Context: an optimization exercise on an open-source flow, tuned for small area, a short achievable clock period and few clock cycles. The choices shown serve that exercise and are no tape-out recipe.
The RTL of this run was laid out without a check of its function.

==> design/flow/design.v <==
package mm_pkg;
  localparam int DATA_WIDTH = 8;                        
  localparam int N = 4;                                 
  localparam int MULTIPLY_DATA_WIDTH = 2 * DATA_WIDTH;  
  localparam int ACCUM_DATA_WIDTH = 16;                 
  localparam int ACC_WIDTH = MULTIPLY_DATA_WIDTH + ACCUM_DATA_WIDTH;
  localparam int ADDR_WIDTH = 16;                       
  localparam int MAX_MATRIX_LENGTH = 4096;              
  localparam int LEN_WIDTH = $clog2(MAX_MATRIX_LENGTH + 1);  
  localparam int FIFO_DEPTH = 4;                        
  typedef logic [DATA_WIDTH-1:0] data_t;                
  typedef logic [ACC_WIDTH-1:0]  acc_t;                 
  typedef logic [ADDR_WIDTH-1:0] addr_t;                
  typedef logic [LEN_WIDTH-1:0]  len_t;                 
  typedef data_t [N-1:0] operand_vec_t;
  typedef acc_t [N-1:0] result_row_t;
endpackage
`timescale 1ns/1ps
`timescale 1ns/1ps
`timescale 1ns/1ps
`timescale 1ns/1ps
`timescale 1ns/1ps
`timescale 1ns/1ps
module mm_top (
  input  logic         clk_i,
  input  logic         rst_n_i,
  input  logic         instr_valid_i,
  input  logic [15:0]  a_addr_i,
  input  logic [15:0]  b_addr_i,
  input  logic [15:0]  c_addr_i,
  input  logic [12:0]  len_i,
  output logic         instr_ready_o,
  output logic         done_o,
  output logic         a_rd_req_o,
  output logic [15:0]  a_rd_addr_o,
  input  logic         a_rd_valid_i,
  input  logic [31:0]  a_rd_data_i,
  output logic         b_rd_req_o,
  output logic [15:0]  b_rd_addr_o,
  input  logic         b_rd_valid_i,
  input  logic [31:0]  b_rd_data_i,
  output logic         wr_valid_o,
  output logic [15:0]  wr_addr_o,
  output logic [127:0] wr_data_o,
  input  logic         wr_ready_i
);
  localparam int D  = 2;    
  localparam int AW = 28;   
  logic busy_q, clr_q, done_q;
  logic accept;
  assign instr_ready_o = !busy_q;
  assign accept        = instr_valid_i && !busy_q;
  assign done_o        = done_q;
  logic [15:0]   a_addr_q, b_addr_q;
  logic [12:0]   a_rem_q, b_rem_q;
  logic          a_more_q, b_more_q;
  logic [D-1:0]  av_q, bv_q;            
  logic [31:0]   ad_q [D];
  logic [31:0]   bd_q [D];
  logic          a_take, b_take, fire;
  assign fire       = av_q[0] && bv_q[0];
  assign a_rd_req_o = a_more_q && (!av_q[D-1] || fire);
  assign b_rd_req_o = b_more_q && (!bv_q[D-1] || fire);
  assign a_rd_addr_o = a_addr_q;
  assign b_rd_addr_o = b_addr_q;
  assign a_take     = a_rd_req_o && a_rd_valid_i;
  assign b_take     = b_rd_req_o && b_rd_valid_i;
  always_ff @(posedge clk_i or negedge rst_n_i) begin
    if (!rst_n_i) begin
      a_more_q <= 1'b0;
      b_more_q <= 1'b0;
      av_q     <= '0;
      bv_q     <= '0;
    end else begin
      if (accept) begin
        a_more_q <= 1'b1;
        b_more_q <= 1'b1;
      end else begin
        if (a_take && a_rem_q == 13'd1) a_more_q <= 1'b0;
        if (b_take && b_rem_q == 13'd1) b_more_q <= 1'b0;
      end
      case ({fire, a_take})
        2'b01: av_q <= {av_q[D-2:0], 1'b1};
        2'b10: av_q <= {1'b0, av_q[D-1:1]};
        default: ;
      endcase
      case ({fire, b_take})
        2'b01: bv_q <= {bv_q[D-2:0], 1'b1};
        2'b10: bv_q <= {1'b0, bv_q[D-1:1]};
        default: ;
      endcase
    end
  end
  always_ff @(posedge clk_i) begin
    if (accept) begin
      a_addr_q <= a_addr_i;
      b_addr_q <= b_addr_i;
      a_rem_q  <= len_i;
      b_rem_q  <= len_i;
    end else begin
      if (a_take) begin
        a_addr_q <= a_addr_q + 16'd1;
        a_rem_q  <= a_rem_q - 13'd1;
      end
      if (b_take) begin
        b_addr_q <= b_addr_q + 16'd1;
        b_rem_q  <= b_rem_q - 13'd1;
      end
    end
  end
  function automatic logic lands(input logic [D-1:0] v, input logic pop, input integer e);
    logic below, above;
    begin
      below = (e == 0) ? 1'b1 : v[(e == 0) ? 0 : e-1];
      above = (e == D-1) ? 1'b0 : v[(e == D-1) ? e : e+1];
      lands = pop ? (v[e] && !above) : (!v[e] && below);
    end
  endfunction
  always_ff @(posedge clk_i) begin
    for (int e = 0; e < D; e++) begin
      if (a_take && lands(av_q, fire, e)) ad_q[e] <= a_rd_data_i;
      else if (fire && e < D-1)           ad_q[e] <= ad_q[(e < D-1) ? e+1 : e];
      if (b_take && lands(bv_q, fire, e)) bd_q[e] <= b_rd_data_i;
      else if (fire && e < D-1)           bd_q[e] <= bd_q[(e < D-1) ? e+1 : e];
    end
  end
  logic [31:0]   a_op, b_op;
  logic [AW-1:0] acc_q [16];
  logic          last_fire;
  assign a_op = fire ? ad_q[0] : 32'd0;    
  assign b_op = bd_q[0];
  assign last_fire = fire && !a_more_q && !b_more_q &&
                     (D == 1 || (!av_q[(D > 1) ? 1 : 0] && !bv_q[(D > 1) ? 1 : 0]));
  always_ff @(posedge clk_i) begin
    for (int i = 0; i < 4; i++)
      for (int j = 0; j < 4; j++)
        acc_q[i*4+j] <= (clr_q ? {AW{1'b0}} : acc_q[i*4+j]) +
                        AW'(a_op[8*i +: 8] * b_op[8*j +: 8]);
  end
  logic        wr_valid_q;
  logic [1:0]  row_q;
  logic [15:0] c_addr_q;
  logic        wr_done;
  assign wr_valid_o = wr_valid_q;
  assign wr_addr_o  = c_addr_q;
  assign wr_done    = wr_valid_q && wr_ready_i;
  always_comb begin
    for (int j = 0; j < 4; j++)
      wr_data_o[32*j +: 32] = 32'(acc_q[int'(row_q)*4 + j]);
  end
  always_ff @(posedge clk_i or negedge rst_n_i) begin
    if (!rst_n_i) begin
      busy_q     <= 1'b0;
      clr_q      <= 1'b0;
      done_q     <= 1'b0;
      wr_valid_q <= 1'b0;
      row_q      <= 2'd0;
    end else begin
      clr_q  <= accept;
      done_q <= 1'b0;
      if (accept) begin
        busy_q <= 1'b1;
        row_q  <= 2'd0;
      end
      if (last_fire) wr_valid_q <= 1'b1;
      if (wr_done) begin
        row_q <= row_q + 2'd1;
        if (row_q == 2'd3) begin
          wr_valid_q <= 1'b0;
          done_q     <= 1'b1;
          busy_q     <= 1'b0;
        end
      end
    end
  end
  always_ff @(posedge clk_i) begin
    if (accept) c_addr_q <= c_addr_i;
    else if (wr_done) c_addr_q <= c_addr_q + 16'd1;
  end
endmodule
==> design/flow/run.sh <==
#!/bin/bash
# synth_recipe.tcl (not shown) runs the flow's synth.tcl, then flattens the netlist and writes it again
# the make line also repeats each setting of config.mk as NAME=value (left out here)
make -C /OpenROAD-flow-scripts/flow DESIGN_CONFIG=/design/flow/config.mk WORK_HOME=/design/flow/orfs CLKGATE_MAP_FILE= SYNTH_SCRIPT=/design/flow/synth_recipe.tcl finish
==> design/flow/config.mk <==
export PLATFORM = sky130hd
export DESIGN_NAME = mm_top
export DESIGN_NICKNAME = mm_top
export VERILOG_FILES = /design/flow/design.v
export SDC_FILE = /design/flow/constraint.sdc
export NUM_CORES = 4
export LEC_CHECK = 0
export CAP_MARGIN = 20
export CORE_MARGIN = 2
export CORE_UTILIZATION = 40
export SLEW_MARGIN = 20
==> design/flow/constraint.sdc <==
create_clock -name core_clock -period 6.0 [get_ports {clk_i}]
set_input_delay 1.2000 -clock core_clock [delete_from_list [all_inputs] [get_ports {clk_i}]]
set_output_delay 1.2000 -clock core_clock [all_outputs]
set_load 0.01 [all_outputs]
==> reports/results.ini <==
[synth]
synth_common_cells = inv_1 (1,365), nand2_1 (816), fa_1 (800)
async_reset_ff_frac = 0.0181
synthMuxAreaShare = 0.0161
synth-edff-count = 202
yosysMostFrequentCell = inv_1
synth_top_family_by_area = adder cells
syn_area_per_cell_um2 = 9.00
synth_top_area_share = 0.233
ys_ff_latch = 662
synthAdderAreaFrac = 0.355
synth-xor-area-share = 0.0443
synth_compound_area_frac = 0.0919
syn-cell-area_um2 = 68700
seq_area_frac_synth = 0.223
syn_inst = 7632
yosys_warnings = 4
synthSimpleGateAreaFrac = 0.175
synth_area_leaders = fa_1 (23%), dfxtp_1 (13%), ha_1 (12%)
synth_area_leader_cell = fa_1
synth.distinct_cells = 87
synth_top_flop_cell = dfxtp_1

[cts]
clkTransAtPathRegs_ps = 60
htreeDepth = 3
clockRootBuffer = clkbuf_16
cts_tree = done
cts_sinks = 662
numCtsBuffers = 85
cts.path.max_buffers = 3
clk_latency_ps = 730
cts_hold_buffers = 0

[min_path]
min-delay-path-class = reg2reg

[detailed_routing]
num_vias = 53441
via_per_inst = 5.26
ant_nets = 0
wirelength_mm = 212
drt_first_iter_violations = 3292
wl_per_cell_um = 20.8
drt_pass1_iterations = 8
drc = 0

[floorplanning]
num_rows = 152
dieArea_um2 = 175000
core_um2 = 171000
ios = 312
die-height_um = 418
start_util = 0.401
die_w_um = 418

[placed_design]
place_area_um2 = 75000
port_buffers = 295
globalplace.congestion = 0.914
place_ws_ps = -11.0
dpl.hpwl_mm = 162

[status]
status = no timing/DRC/antenna violations

[critical_path]
start_kind = flip-flop
path_max_fanout = 24
crit_arrival_ps = 6490
crit_required_ps = 6650
critical_path_class = reg2reg
endpoint_kind = flip-flop

[sta]
setup_ws_ps = 166
rsz0062_at_grt = no
max_freq_ghz = 0.171
hold_viol = 0
setup_viol = 0
finalClockSkew_ps = 34.2
finalCritPeriodShare = 0.972
period_needed_ps = 5830
relSlewSlack = 0.314
worst_pin_slew_ps = 1030
slew_violations = 0

[cells_and_area]
finalNetCount = 9463
drive_above_1_share = 0.0565
syn_to_final_growth_pct = 13.7
final_area_um2 = 78100
utilization = 0.456

[grt]
overflow = 0
grt_pass1_vias = 56666
grt_usage = 0.244
grt_pass1_wl_mm = 327
grt_max_degree = 114
grt_antenna_before_repair = 12

[job]
cap_violations = 0

-- through the flow --
step / hold slack, ps / TNS (ps) / instances
2_1_floorplan: 438 / 0 / 7647
3_3_place_gp: 458 / 0 / 10008
3_5_place_dp: 464 / -21.6 / 10008
4_1_cts: 474 / 0 / 10167
5_1_grt: 514 / 0 / 10168
6_report: 475 / 0 / 10169
-- what timing repair did --
item | in CTS | in global routing
gates resized for setup | 0 | 10
setup buffers | 0 | 1
endpoints found under the setup margin | 0 | 22
-- registers in the layout, indices dropped and copies added (netlist names) --
register	flops
acc_q	448
ad_q	64
bd_q	64
a_addr_q	16
b_addr_q	16
c_addr_q	16
a_rem_q	13
b_rem_q	13
av_q	2
bv_q	2
row_q	2
a_more_q	1
b_more_q	1
busy_q	1
clr_q	1
done_q	1
wr_valid_q	1
-- critical path: stages (launching register included) --
cell and delay (ps):
dfrtp_1 380, buf_12 160, and3_1 520, buf_12 260
nand2_1 100, fa_1 510, inv_1 50, fa_1 480
fa_1 540, inv_1 40, fa_1 470, inv_1 50
ha_1 320, o21a_1 130, o31a_1 130, o311ai_1 590
a21oi_1 280, o211ai_1 340, nand2_1 160, nand3_1 120
xnor2_1 110
-- placed cells by master, fill, tap and decap left out, drive strengths merged, types with 34 or more instances in the layout --
master,count
inv,1370
nand2,816
fa,800
ha,669
and2,655
dfxtp,448
clkdlybuf4s50,295
nor2,264
xnor2,238
a21oi,224
o21ai,207
edfxtp,202
nor2b,193
buf,183
nand3,177
a22oi,168
clkbuf,114
xor2,109
a21o,80
and3,80
mux2,65
o21a,50
nor3,42
mux2i,37
nand4,34
or3,34
-- cells by family (layout without fill, tap and decap cells) --
family | count (synthesis) | after routing
buffers and inverters | 1715 | 2003
AND/OR/NAND/NOR | 2381 | 2381
XOR/XNOR | 347 | 347
other | 1 | 17
AO/OA/AOI/OAI | 955 | 955
flip-flops | 662 | 662
multiplexers | 102 | 102
adder cells (fa/ha/maj) | 1469 | 1469
-- cell type report --
class	instances	area, um^2
Fill cell	16414	93100
Timing Repair Buffer	478	4800
Clock inverter	45	543
Clock buffer	114	2480
Inverter	1366	5130
Tap cell	2233	2790
Sequential cell	662	15300
Multi-Input combinational cell	5270	47000
Antenna cell	1	2.50
-- metal layers --
metal	up-vias	GRT usage	routed length, um
met2	1470	0.436	106000
met1	26813	0.287	83400
met5	-	0	23
li1	24699	-	-
met3	455	0.0373	11300
met4	4	0.112	11200
-- final timing paths --
kind / startpoint / endpoint / slack (ps) / depth (start not counted)
worst min-delay path: acc_q[9][24] / acc_q[9][24] / 480 / 1
worst min register to register: acc_q[9][24] / acc_q[9][24] / 480 / 1
worst max register to register: bv_q[0] / acc_q[10][21] / 170 / 20
worst max-delay path: bv_q[0] / acc_q[10][21] / 170 / 20
min in group asynchronous: rst_n_i / done_q / 950 / 1
max in group asynchronous: rst_n_i / clr_q / 4460 / 1

[afterwards: timing with drivers on the ports]
The results above use ideal ports. As a check the final layout listed here was re-extracted and re-timed, cells and wires unchanged.
Step 1 assumes that a clkbuf_16 drives the clock port and a buf_2 every other input.
Step 2 moves the port delays by t, midway between the first and last clock arrival at a register: inputs arrive t later, outputs are due t later. That takes back most of the time a late clock gives input paths.
a / b / c = no drivers / after step 1 / after step 2; a / b = the first two.
t (ns): 0.796
slack for setup (ns): 0.166 / 0.166 / 0.166
hold WS [ns]: 0.475 / 0.475 / 0.475
worst setup path after step 2: register to register
slew at the worst register clock pin (ns): 0.07 / 0.07
After both steps setup and hold are still met in this run. The setup slack of this run moves by 0.000 ns with the drivers and by 0.000 ns with both steps.
